Background: an optimization exercise with open tools, aiming at small area. Do not read the settings as production practice. Function was checked by simulation only, so behaviour that the tests miss may differ from the original. Power and IR drop assume default switching activity.

[design/flow/config.mk]
export PLATFORM = sky130hd
export DESIGN_NAME = rv32i_mbox_reg_file
export DESIGN_NICKNAME = rv32i_mbox_reg_file
export VERILOG_FILES = /design/flow/design.v
export SDC_FILE = /design/flow/constraint.sdc
export NUM_CORES = 4
export LEC_CHECK = 0
export CAP_MARGIN = 10
export CELL_PAD_IN_SITES_DETAIL_PLACEMENT = 1
export CELL_PAD_IN_SITES_GLOBAL_PLACEMENT = 1
export CORE_MARGIN = 2
export CORE_UTILIZATION = 55
export PLACE_DENSITY = 0.75
export SLEW_MARGIN = 10
export SYNTH_HIERARCHICAL = 1
[design/flow/constraint.sdc]
create_clock -name core_clock -period 6.0 [get_ports {clk}]
set_input_delay 1.2000 -clock core_clock [delete_from_list [all_inputs] [get_ports {clk}]]
set_output_delay 1.2000 -clock core_clock [all_outputs]
set_load 0.01 [all_outputs]
[design/flow/design.v]
package rv32i_rf_pkg;
  typedef enum logic [1:0] {
    ST_IDLE = 2'd0,
    ST_RUN  = 2'd1,
    ST_DONE = 2'd2
  } mbox_state_e;
  localparam int DEF_IN_BASE    = 28;
  localparam int DEF_N_IN       = 2;
  localparam int DEF_START_REG  = 31;
  localparam int DEF_RESULT_REG = 10;
endpackage
module rv32i_mbox_ctrl
#(
  parameter int XLEN = 32,
  parameter int N_IN = rv32i_rf_pkg::DEF_N_IN
) (
  input  logic                       clk,
  input  logic                       rst_n,
  input  logic                       req_valid,
  output logic                       req_ready,
  input  logic [N_IN*XLEN-1:0]       req_opnd,
  output logic                       res_valid,
  input  logic                       res_ready,
  output logic [XLEN-1:0]            res_data,
  output logic                       busy,
  input  logic                       result_we,
  input  logic                       abort_we,
  input  logic [XLEN-1:0]            wdata,
  output logic                       run,
  output logic                       opnd_vld,
  output logic [N_IN-1:0][XLEN-1:0]  opnd
);
  logic                       run_q, done_q, opnd_vld_q;
  logic [N_IN*XLEN-1:0]       opnd_q, opnd_d;
  logic [XLEN-1:0]            res_data_q, res_data_d;
  logic                       accept, accept_n, complete, complete_n;
  assign accept     = req_valid && !run_q && !done_q;
  assign accept_n   = !accept;
  assign complete   = run_q && result_we;
  assign complete_n = !complete;
  for (genvar b = 0; b < N_IN*XLEN; b++) begin : g_opnd
    rv32i_rf_ao22 u_mux (.a1(req_opnd[b]), .a2(accept), .b1(opnd_q[b]), .b2(accept_n),
                         .y(opnd_d[b]));
  end
  for (genvar b = 0; b < XLEN; b++) begin : g_res
    rv32i_rf_ao22 u_mux (.a1(wdata[b]), .a2(complete), .b1(res_data_q[b]), .b2(complete_n),
                         .y(res_data_d[b]));
  end
  always_ff @(posedge clk or negedge rst_n) begin
    if (!rst_n) begin
      run_q      <= 1'b0;
      done_q     <= 1'b0;
      opnd_vld_q <= 1'b0;
      res_data_q <= '0;
    end else begin
      if (accept)                                run_q <= 1'b1;
      else if (run_q && (result_we || abort_we)) run_q <= 1'b0;
      if (complete)                              done_q <= 1'b1;
      else if (res_ready)                        done_q <= 1'b0;
      if (accept)                                opnd_vld_q <= 1'b1;
      res_data_q <= res_data_d;
    end
  end
  always_ff @(posedge clk) begin
    opnd_q <= opnd_d;
  end
  assign req_ready = !run_q && !done_q;
  assign res_valid = done_q;
  assign busy      = run_q || done_q;
  assign run       = run_q;
  assign opnd_vld  = opnd_vld_q;
  assign res_data  = res_data_q;
  assign opnd      = opnd_q;
endmodule
module rv32i_rf_ao22 (
  input  logic a1, a2, b1, b2,
  output logic y
);
  assign y = (a1 & a2) | (b1 & b2);
endmodule
module rv32i_rf_aoi222 (
  input  logic a1, a2, b1, b2, c1, c2,
  output logic y
);
  assign y = ~((a1 & a2) | (b1 & b2) | (c1 & c2));
endmodule
module rv32i_rf_nand #(
  parameter int N = 10
) (
  input  logic [N-1:0] n,
  output logic         y
);
  assign y = ~&n;
endmodule
module rv32i_rf_wdec (
  input  logic hi, lo,
  output logic we, we_n
);
  assign we   = hi & lo;
  assign we_n = ~(hi & lo);
endmodule
module rv32i_rf_rsel (
  input  logic hi, lo, vld,
  output logic sel
);
  assign sel = hi & lo & vld;
endmodule
module rv32i_mbox_reg_file
#(
  parameter int XLEN       = 32,
  parameter int NREGS      = 32,
  parameter int IN_BASE    = rv32i_rf_pkg::DEF_IN_BASE,
  parameter int N_IN       = rv32i_rf_pkg::DEF_N_IN,
  parameter int START_REG  = rv32i_rf_pkg::DEF_START_REG,
  parameter int RESULT_REG = rv32i_rf_pkg::DEF_RESULT_REG
) (
  input  logic                       clk,
  input  logic                       rst_n,
  input  logic [$clog2(NREGS)-1:0]   rs1_addr,
  input  logic [$clog2(NREGS)-1:0]   rs2_addr,
  output logic [XLEN-1:0]            rs1_data,
  output logic [XLEN-1:0]            rs2_data,
  input  logic                       rd_we,
  input  logic [$clog2(NREGS)-1:0]   rd_addr,
  input  logic [XLEN-1:0]            rd_data,
  input  logic                       req_valid,
  output logic                       req_ready,
  input  logic [N_IN*XLEN-1:0]       req_opnd,
  output logic                       res_valid,
  input  logic                       res_ready,
  output logic [XLEN-1:0]            res_data,
  output logic                       busy
);
  localparam int AW = $clog2(NREGS);
  localparam logic [AW-1:0] START_A  = AW'(START_REG);
  localparam logic [AW-1:0] RESULT_A = AW'(RESULT_REG);
  if (IN_BASE < 1 || N_IN < 1 || IN_BASE + N_IN > NREGS ||
      START_REG < 1 || START_REG >= NREGS ||
      RESULT_REG < 1 || RESULT_REG >= NREGS || START_REG == RESULT_REG ||
      (START_REG  >= IN_BASE && START_REG  < IN_BASE + N_IN) ||
      (RESULT_REG >= IN_BASE && RESULT_REG < IN_BASE + N_IN)) begin : g_param_err
    $error("rv32i_mbox_reg_file: illegal mailbox register placement");
  end
  function automatic logic is_opnd(input int a);
    is_opnd = (a >= IN_BASE) && (a < IN_BASE + N_IN);
  endfunction
  function automatic logic is_writable(input int a);
    is_writable = (a != 0) && !is_opnd(a) && (a != START_REG);
  endfunction
  function automatic int src_reg(input int s);
    int n;
    src_reg = -1;
    n = 0;
    for (int i = 0; i < NREGS; i++) begin
      if (is_writable(i) || is_opnd(i)) begin
        if (n == s) src_reg = i;
        n++;
      end
    end
  endfunction
  localparam int NSRC = NREGS - 2;
  localparam int NGRP = (NSRC + 2) / 3;
  logic                       run, opnd_vld;
  logic [N_IN-1:0][XLEN-1:0]  opnd;
  logic                       result_we, abort_we;
  assign result_we = rd_we && (rd_addr == RESULT_A);
  assign abort_we  = rd_we && (rd_addr == START_A) && !rd_data[0];
  rv32i_mbox_ctrl #(.XLEN(XLEN), .N_IN(N_IN)) u_ctrl (
    .clk       (clk),
    .rst_n     (rst_n),
    .req_valid (req_valid),
    .req_ready (req_ready),
    .req_opnd  (req_opnd),
    .res_valid (res_valid),
    .res_ready (res_ready),
    .res_data  (res_data),
    .busy      (busy),
    .result_we (result_we),
    .abort_we  (abort_we),
    .wdata     (rd_data),
    .run       (run),
    .opnd_vld  (opnd_vld),
    .opnd      (opnd)
  );
  localparam int NLO = 4;
  localparam int NHI = NREGS / NLO;
  logic [NHI-1:0]      wr_hi;
  logic [NLO-1:0]      wr_lo;
  logic [1:0][NHI-1:0] rs_hi;
  logic [1:0][NLO-1:0] rs_lo;
  for (genvar k = 0; k < NHI; k++) begin : g_hi
    assign wr_hi[k]    = rd_we && (rd_addr[AW-1:2] == (AW-2)'(k));
    assign rs_hi[0][k] = (rs1_addr[AW-1:2] == (AW-2)'(k));
    assign rs_hi[1][k] = (rs2_addr[AW-1:2] == (AW-2)'(k));
  end
  for (genvar j = 0; j < NLO; j++) begin : g_lo
    assign wr_lo[j]    = (rd_addr[1:0] == 2'(j));
    assign rs_lo[0][j] = (rs1_addr[1:0] == 2'(j));
    assign rs_lo[1][j] = (rs2_addr[1:0] == 2'(j));
  end
  logic [NREGS-1:0][XLEN-1:0] src_q;
  logic [NREGS-1:0]           src_vld;
  for (genvar i = 0; i < NREGS; i++) begin : g_reg
    if (is_writable(i)) begin : g_st
      logic            we, we_n, vld_q;
      logic [XLEN-1:0] q, d;
      rv32i_rf_wdec u_dec (.hi(wr_hi[i / NLO]), .lo(wr_lo[i % NLO]), .we(we), .we_n(we_n));
      for (genvar b = 0; b < XLEN; b++) begin : g_bit
        rv32i_rf_ao22 u_mux (.a1(rd_data[b]), .a2(we), .b1(q[b]), .b2(we_n), .y(d[b]));
      end
      always_ff @(posedge clk) begin
        q <= d;
      end
      always_ff @(posedge clk or negedge rst_n) begin
        if (!rst_n)  vld_q <= 1'b0;
        else if (we) vld_q <= 1'b1;
      end
      assign src_q[i]   = q;
      assign src_vld[i] = vld_q;
    end else if (is_opnd(i)) begin : g_op
      assign src_q[i]   = opnd[i - IN_BASE];
      assign src_vld[i] = opnd_vld;
    end else begin : g_none
      assign src_q[i]   = '0;
      assign src_vld[i] = 1'b0;
    end
  end
  logic [1:0][AW-1:0]   rs_addr;
  logic [1:0][XLEN-1:0] rs_data;
  assign rs_addr = {rs2_addr, rs1_addr};
  logic [3*NGRP*XLEN-1:0] src;
  logic [2*3*NGRP-1:0]    sel;
  logic [1:0]             st_n;
  for (genvar s = 0; s < 3*NGRP; s++) begin : g_src
    localparam int R = src_reg(s);
    if (R >= 0) begin : g_on
      assign src[s*XLEN +: XLEN] = src_q[R];
      rv32i_rf_rsel u_sel1 (.hi(rs_hi[0][R / NLO]), .lo(rs_lo[0][R % NLO]), .vld(src_vld[R]),
                            .sel(sel[s]));
      rv32i_rf_rsel u_sel2 (.hi(rs_hi[1][R / NLO]), .lo(rs_lo[1][R % NLO]), .vld(src_vld[R]),
                            .sel(sel[3*NGRP + s]));
    end else begin : g_off
      assign src[s*XLEN +: XLEN] = '0;
      assign sel[s]              = 1'b0;
      assign sel[3*NGRP + s]     = 1'b0;
    end
  end
  for (genvar p = 0; p < 2; p++) begin : g_rd
    assign st_n[p] = !((rs_addr[p] == START_A) && run);
    for (genvar b = 0; b < XLEN; b++) begin : g_bit
      logic [NGRP-1:0] part_n;
      for (genvar g = 0; g < NGRP; g++) begin : g_grp
        rv32i_rf_aoi222 u_aoi (
          .a1(sel[3*NGRP*p + 3*g]),   .a2(src[(3*g)*XLEN + b]),
          .b1(sel[3*NGRP*p + 3*g+1]), .b2(src[(3*g+1)*XLEN + b]),
          .c1(sel[3*NGRP*p + 3*g+2]), .c2(src[(3*g+2)*XLEN + b]),
          .y (part_n[g]));
      end
      if (b == 0) begin : g_st
        rv32i_rf_nand #(.N(NGRP + 1)) u_or (.n({st_n[p], part_n}), .y(rs_data[p][b]));
      end else begin : g_dt
        rv32i_rf_nand #(.N(NGRP)) u_or (.n(part_n), .y(rs_data[p][b]));
      end
    end
  end
  assign rs1_data = rs_data[0];
  assign rs2_data = rs_data[1];
endmodule
[design/flow/flow/run.sh]
#!/bin/bash
set -e
export BUFFER_PORTS_ARGS="-buffer_cell sky130_fd_sc_hd__buf_1"
export CTS_ARGS="-sink_clustering_enable -repair_clock_nets -dont_use_dummy_load -buf_list {sky130_fd_sc_hd__clkbuf_8 sky130_fd_sc_hd__clkbuf_16} -root_buf sky130_fd_sc_hd__clkbuf_16 -tree_buf sky130_fd_sc_hd__clkbuf_16 -sink_clustering_buffer sky130_fd_sc_hd__clkbuf_8 -sink_clustering_size 16 -sink_clustering_max_diameter 80"
bash standard.sh > flow.log 2>&1
[design/flow/standard.sh]
#!/bin/bash
# synth_recipe.tcl (not shown) runs the flow's synth.tcl, then flattens the netlist and writes it again
# the make line also repeats each setting of config.mk as NAME=value (left out here)
make -C /OpenROAD-flow-scripts/flow DESIGN_CONFIG=/design/flow/config.mk WORK_HOME=/design/flow/orfs CLKGATE_MAP_FILE= SYNTH_SCRIPT=/design/flow/synth_recipe.tcl "${@:-finish}"
==> impl_results.md, run 1 <==
- Status: complete, no violations
- Clock latency on the worst-skew pair: 0.62 ns
- Register area share after synthesis: 54.0%
- Top cell by count, worst path: buf_1
- H-tree Lvls: 3
- Worst-path maximum fanout: 18
- Setup CP Type: primary input to primary output
- Layout Skew: 0.0258 ns
- IO Pins: 215
- Synthesized flop and latch total: 1023
- Mux cell area share after synthesis: 0%
- Arrival @ worst endpoint: 4.38 ns
- CTS resizes: 0
- Detail Route Antenna Nets: 0
- Placed Cells: 4432
- Layout Cells excl Fill: 4508
- R2r setup slk: 3.78 ns
- Root Driver: clkbuf_16
- Share of cells above drive strength 1: 7.99%
- Worst slack, placed: 0.822 ns
- Min-Delay Startpoint: g_reg[14].g_st.vld_q
- Footprint of the multi-input gates: 17700 um2
- PwrDens: 364 nW/um2
- FF/Latch Area: 20800 um2
- CTS Hold Bufs: 0
- WP buf/inv: 3
- WHS Path Cells: 1
- Detailed Routing Iterations Pass 1: 15
- Static leakage: 17.7 nW
- DR iter-0 viols: 9387
- Family with the most delay on the worst path: simple AND/OR/NAND/NOR gates
- Nature of the critical path endpoint: primary output
- Initial Util: 55.3%
- Yosys cell types: 27
- Chip Height: 269 um
- Per-cell routed wire length: 40.6 um
- CP peak stage delay: 1.01 ns
- R2r worst-path depth: 4
- Slowest cell on crit path: and3_1
- Period utilisation layout: 93.0%
- Clk sink count: 1023
- WL final: 183 mm
- Max_slew headroom: 15.6%
- Fillers: 7125
- Clk pin slew, worst setup/hold paths: 0.11 ns
- Core ar.: 69700 um2
- VDD IR max: 0.298 mV
- Layout Nets: 3683
- I/O Buffers: 214
- Slack of the critical path: 0.420 ns
- First-pass GRT wire length: 262 mm
- Syn Area/Cell: 12.4 um2
- Synth Area in Adders: 0%
- Site Rows: 97
- Worst-Margin Slew: 1.27 ns
- DIE WIDTH: 269 um
- Combinational family with the most area after synthesis: compound AO/OA/AOI/OAI gates
- Max-Cap Viols: 0
- CTS buffer count: 73
- Yosys warning total: 8
- Initial antenna violation count: 5
- DRC: 0
- Vias/cell: 8.82
- Vias in the first global route: 39345
- Post-synthesis compound-gate area fraction: 39.2%
- R2R Path End: u_ctrl.res_data_q[18]
- Final RePlAce weighted congestion: 0.980
- Synth Area in XOR/XNOR: 0%
- Crit-path cells: buf_1 > nor3b_1 > and3_1 > buf_12 > a222oi_1 > nand4_1 > or3_1 > buf_1
- Post-synth net total: 3230
- Commonest non-fill, non-tap cell in the layout: a22o_1
- Final Hold Vio Count: 0
- R2R Path Start: u_ctrl.run_q
- Fin. max-slew vios: 0
- Worst hold endpoint: g_reg[14].g_st.vld_q
- Routed vias: 39749
- Post-Synth Simple-Gate Area: 6.76%
- Post-CTS setup buffer count: 0
- Required @ worst endpoint: 4.80 ns
- Final Critical Period: 5.58 ns
- Tot GR Track Use: 48.5%
- Max Buffers Root-to-Sink: 3
- RSZ-0062 raised after global routing: false
- Die footprint: 72200 um2
- Hold Path Class: register to register
- Synth Cell Area: 38500 um2
- Pin count of the biggest net entering global routing: 67
- Synth Instances: 3114
- Gr ovfl total: 0
- Post-DP HPWL: 107 mm
- Final setup TNS: 0 ns
- Area grow syn2layout: 11.4%
- Fmax: 0.179 GHz
- Most frequent cells in the layout: 992 x a22o_1, 960 x dfxtp_1, 640 x a222oi_1
- Final setup violation count: 0
- Critical Path Source Type: primary input
- TritonCTS clock tree: done
[synthesized netlist by cell type (all sizes together)]
| master | number | area share [%] |
|---|---|---|
| a222oi | 640 | 17 |
| nand2b | 3 | 0.088 |
| and3b | 4 | 0.091 |
| a21o | 1 | 0.023 |
| and2b | 1 | 0.019 |
| inv | 5 | 0.049 |
| nand2 | 96 | 0.95 |
| nor2 | 13 | 0.13 |
| or3 | 64 | 1.0 |
| or2 | 29 | 0.47 |
| and3 | 62 | 1.0 |
| nor2b | 5 | 0.081 |
| nand3 | 4 | 0.052 |
| nor3b | 7 | 0.15 |
| nor4 | 1 | 0.032 |
| and2 | 30 | 0.49 |
| dfxtp | 960 | 50 |
| dfrtp | 63 | 4.1 |
| o21ai | 1 | 0.013 |
| nor4b | 1 | 0.039 |
| a22o | 992 | 23 |
| nand4 | 128 | 2.1 |
| nor3 | 4 | 0.052 |
[logic make-up (layout without fill, tap and decap cells)]
| kind of cell | Yosys count | count (layout) |
|---|---|---|
| buffers and inverters | 5 | 456 |
| other | 0 | 3 |
| AOI/OAI and AO/OA | 1634 | 1634 |
| and+or+nand+nor | 452 | 452 |
| DFF | 1023 | 1023 |
[per-module statistics from Yosys, one instance, submodules excluded, a selection]
module               flip-flops and latches  cells inside  copies in the design
rv32i_mbox_reg_file                     924          1000                     1
rv32i_rf_aoi222                           0             1                   640
rv32i_rf_wdec                             0             2                    28
rv32i_rf_ao22                             0             1                   992
rv32i_rf_rsel                             0             1                    60
[worst max path at each step]
stage                startpoint                to  slack [ns]  cells past startpoint
floorplan             req_valid  u_ctrl.opnd_q[0]        0.98                      3
global placement    rs1_addr[2]      rs1_data[29]        0.90                      8
detailed placement  rs1_addr[2]      rs1_data[13]        0.82                      8
CTS                 rs1_addr[2]      rs1_data[13]        0.81                      8
global route        rs2_addr[4]      rs2_data[30]        0.57                      8
finish              rs2_addr[4]      rs2_data[30]        0.42                      8
[registers in the layout (all words and copies together), names as in the netlist]
| register | count |
|---|---|
| g.g_st.vld_q | 28 |
| g.g_st.q | 896 |
| u_ctrl.done_q | 1 |
| u_ctrl.opnd_vld_q | 1 |
| u_ctrl.res_data_q | 32 |
| u_ctrl.run_q | 1 |
| u_ctrl.opnd_q | 64 |
[final cells by class]
class | count | share of cell area [%]
flip-flops and latches | 1023 | 48.4
multi-input cells | 2086 | 41.3
repair buffers | 378 | 4.83
well taps | 940 | 2.74
clock buffers | 73 | 2.58
inverters | 5 | 0.0437
diodes | 3 | 0.0175
[per-layer routing]
layer / vias to the layer above / track usage (%) / part of all wire (%)
met1: 19484 / 61.9 / 35
li1: 15277 / - / -
met2: 4042 / 70.1 / 41
met4: 6 / 32.6 / 8.2
met5: - / 0 / 0.027
met3: 940 / 15.7 / 16
[power by group]
group / internal (mW) / switching [mW] / total (mW)
Clock: 1.24 / 2.25 / 3.49
Sequential: 8.29 / 1.37 / 9.66
Combinational: 1.29 / 1.19 / 2.49
Total: 10.8 / 4.80 / 15.6
[through the flow]
| step | hold WS [ns] | area, um2 | utilization [%] | power [mW] |
|---|---|---|---|---|
| final | 0.497 | 42900 | 61.6 | 15.6 |
| after global routing | 0.516 | 42900 | 61.6 | 16.1 |
| after CTS | 0.497 | 42900 | 61.6 | 15.4 |
| after detailed placement | 0.471 | 41800 | 60.0 | 12.1 |
| after global placement | 0.458 | 41800 | 60.0 | 11.8 |
| after floorplan | 0.448 | 38500 | - | 10.8 |
==> run 2, diff against run 1 <==
--- a/design/flow/config.mk
+++ b/design/flow/config.mk
@@ -9,7 +9,7 @@
 export CELL_PAD_IN_SITES_DETAIL_PLACEMENT = 1
 export CELL_PAD_IN_SITES_GLOBAL_PLACEMENT = 1
 export CORE_MARGIN = 2
-export CORE_UTILIZATION = 55
-export PLACE_DENSITY = 0.75
+export CORE_UTILIZATION = 62
+export PLACE_DENSITY = 0.8
 export SLEW_MARGIN = 10
 export SYNTH_HIERARCHICAL = 1
==> run 2 against run 1 <==
  * Worst hold slack worse by 0.00087 ns
  * Area after synthesis unchanged
  * Highest routed layer unchanged
  * Critical endpoint is now rs1_data[2]
  * Die area decreased by 11%
  * Largest power group unchanged
  * Maximum frequency is 5.1% lower
  * Register-to-register slack lost 0.06 ns
  * Clock skew fell by 0.011 ns
==> impl_results.md, run 2 <==
- R2r worst-path depth: 3
- Clk pin slew, worst setup/hold paths: 0.10 ns
- Worst-Margin Slew: 1.33 ns
- Post-synth top area share: 49.9%
- Arrival @ worst endpoint: 4.68 ns
- Max Buffers Root-to-Sink: 3
- Initial Util: 62.5%
- Per-cell routed wire length: 43.3 um
- Area grow syn2layout: 10.9%
- Commonest non-fill, non-tap cell in the layout: a22o_1
- Post-synth top cells: 992 x a22o_1, 960 x dfxtp_1, 640 x a222oi_1, 128 x nand4_1, 94 x nand2_1
- Routed vias: 41531
- Count leader, synth: a22o_1
- CTS Hold Bufs: 0
- Yosys cell types: 27
- RSZ-0062 raised after global routing: false
- R2R Path End: u_ctrl.opnd_q[22]
- Site Rows: 91
- Fmax: 0.170 GHz
- Final RePlAce weighted congestion: 0.944
- Fin. max-slew vios: 0
- Yosys warning total: 8
- Root Driver: clkbuf_16
- Period utilisation layout: 97.9%
- Post-CTS setup buffer count: 0
- DIE WIDTH: 253 um
- Detailed Routing Iterations Pass 1: 17
- Top FF cell, synth: dfxtp_1
- WL final: 190 mm
- Worst-path maximum fanout: 25
- Required @ worst endpoint: 4.80 ns
- Post-synth EDFFs: 0
- CTS resizes: 0
- DRC: 0
- Layout Skew: 0.0149 ns
- Status: complete, no violations
- Tot GR Track Use: 57.1%
- Register area share after synthesis: 54.0%
- TritonCTS clock tree: done
- Chip Height: 253 um
- Synth Cell Area: 38500 um2
- Hold Path Class: register to register
- Setup CP Type: primary input to primary output
- Initial antenna violation count: 12
- Layout Nets: 3664
- Post-synth net total: 3230
- Core ar.: 61600 um2
- Vias/cell: 9.47
- Max-Cap Viols: 0
- Ys async rst share: 6.16%
- VDD IR max: 0.269 mV
- Clock latency on the worst-skew pair: 0.63 ns
- CTS buffer count: 73
- Synth Instances: 3114
- Worst hold endpoint: g_reg[24].g_st.vld_q
- Share of cells above drive strength 1: 7.67%
- Top flop regs: g.g_st.q: 896 flops, u_ctrl.opnd_q: 64 flops, u_ctrl.res_data_q: 32 flops
- I/O Buffers: 214
- Top reg by flops: g.g_st.q
- Nature of the critical path endpoint: primary output
- Die footprint: 64200 um2
- Synth area leader: dfxtp_1
- First-pass GRT wire length: 274 mm
- Max reg flops: 896
- R2r setup slk: 3.72 ns
- Final setup TNS: 0 ns
- Final Critical Period: 5.88 ns
- Synthesized flop and latch total: 1023
- DR iter-0 viols: 11109
- Final Hold Vio Count: 0
- WHS Path Cells: 1
- H-tree Lvls: 3
- R2R Path Start: u_ctrl.run_q
- Final setup violation count: 0
- Static leakage: 17.6 nW
- Post-DP HPWL: 109 mm
- Synth area leaders: dfxtp_1 50%, a22o_1 23%, a222oi_1 17%
- Min-Delay Startpoint: g_reg[24].g_st.vld_q
- Gr ovfl total: 0
- Detail Route Antenna Nets: 0
- Syn Area/Cell: 12.4 um2
- Final core utilization: 69.3%
- IO Pins: 215
- PwrDens: 369 nW/um2
- Vias in the first global route: 42304
- Pin count of the biggest net entering global routing: 65
- Max_slew headroom: 11.3%
- Critical Path Source Type: primary input
- Fillers: 6021
- Most frequent cells in the layout: 992 x a22o_1, 960 x dfxtp_1, 640 x a222oi_1
- Clk sink count: 1023
==> run 2: stage by stage <==
stage	power [mW]	hold slack (ns)	setup WS [ns]	std cells	area [um2]
floorplan	10.8	0.448	0.975	3114	38500
global placement	11.7	0.460	0.820	4310	41600
detailed placement	12.1	0.467	0.851	4310	41600
CTS	15.5	0.492	0.838	4383	42700
global route	16.1	0.517	0.309	4384	42700
finish	15.8	0.496	0.123	4386	42700
==> run 2: critical path, stage by stage <==
cell      delay (ns)
buf_1           0.33
nor2_1          0.18
and3_1          0.38
buf_4           0.37
a222oi_1        0.60
nand4_1         0.71
or3_1           0.71
buf_1           0.18
==> run 2: worst max-delay path by stage <==
stage / from / end / slack, ns / depth (start not counted)
2_1_floorplan: req_valid / u_ctrl.opnd_q[0] / 0.98 / 3
3_3_place_gp: rs1_addr[3] / rs1_data[0] / 0.82 / 8
3_5_place_dp: rs1_addr[3] / rs1_data[0] / 0.85 / 8
4_1_cts: rs1_addr[4] / rs1_data[2] / 0.84 / 8
5_1_grt: rs1_addr[4] / rs1_data[2] / 0.31 / 8
6_report: rs1_addr[4] / rs1_data[2] / 0.12 / 8
==> run 2: layout make-up <==
cell class              instances  area [um2]  share of cell area (%)
flip-flops and latches       1023       20800                    48.7
multi-input cells            2086       17800                    41.6
repair buffers                359        1980                    4.64
clock buffers                  73        1110                    2.59
well taps                     837        1050                    2.45
inverters                       5        18.8                  0.0439
diodes                          3        7.51                  0.0176
==> run 2: report_power, final <==
group / switching (mW) / leakage (nW) / internal (mW)
Clock: 2.24 / 0.571 / 1.24
Combinational: 1.28 / 8.28 / 1.30
Sequential: 1.42 / 8.77 / 8.29
==> run 2: logic make-up after synthesis <==
kind of cell | count (synthesis) | synth area share [%]
flip-flops | 1023 | 54.0
AO/OA/AOI/OAI | 1634 | 39.2
buffers and inverters | 5 | 0.0487
AND/OR/NAND/NOR | 452 | 6.76
==> run 2: modules after synthesis (local to each module, per instance), excerpt <==
| module | area, um2 | flops+latches | times used | cells |
|---|---|---|---|---|
| rv32i_mbox_reg_file | 19100 | 924 | 1 | 1000 |
| rv32i_rf_ao22 | 8.76 | 0 | 992 | 1 |
| rv32i_rf_aoi222 | 10.0 | 0 | 640 | 1 |
| rv32i_rf_rsel | 6.26 | 0 | 60 | 1 |
| rv32i_rf_wdec | 10.0 | 0 | 28 | 2 |
==> run 2: per-layer routing <==
layer	track usage, %	share of wire [%]
met4	47.7	11
met3	23.4	18
met2	80.1	40
met1	67.9	31
met5	0.695	0.057

==> separate check: timing with driven ports <==
How much do the figures lean on ideal ports? The routed layouts below were timed once more, with nothing changed but the port constraints.
Step 1: set_driving_cell puts a clkbuf_16 on clk and a buf_2 on each other input, an assumption about the parent block.
Step 2 times the ports against the registers' clock, not the clock port: input delays grow and output delays shrink by t, the midpoint of the rising clock arrivals with the driver on.
a / b / c = no drivers / after step 1 / after step 2; a / b = the first two.
run | t, ns | setup WS [ns] | hold slack, ns | clock arrival spread, ns | worst register clock-pin slew, ns
run 1 | 0.683 | 0.420 / 0.393 / 0.393 | 0.497 / 0.497 / 0.497 | 0.043 / 0.043 | 0.12 / 0.12
run 2 | 0.692 | 0.123 / 0.096 / 0.096 | 0.496 / 0.496 / 0.496 | 0.032 / 0.033 | 0.11 / 0.11
After both steps every run listed still meets setup and hold.
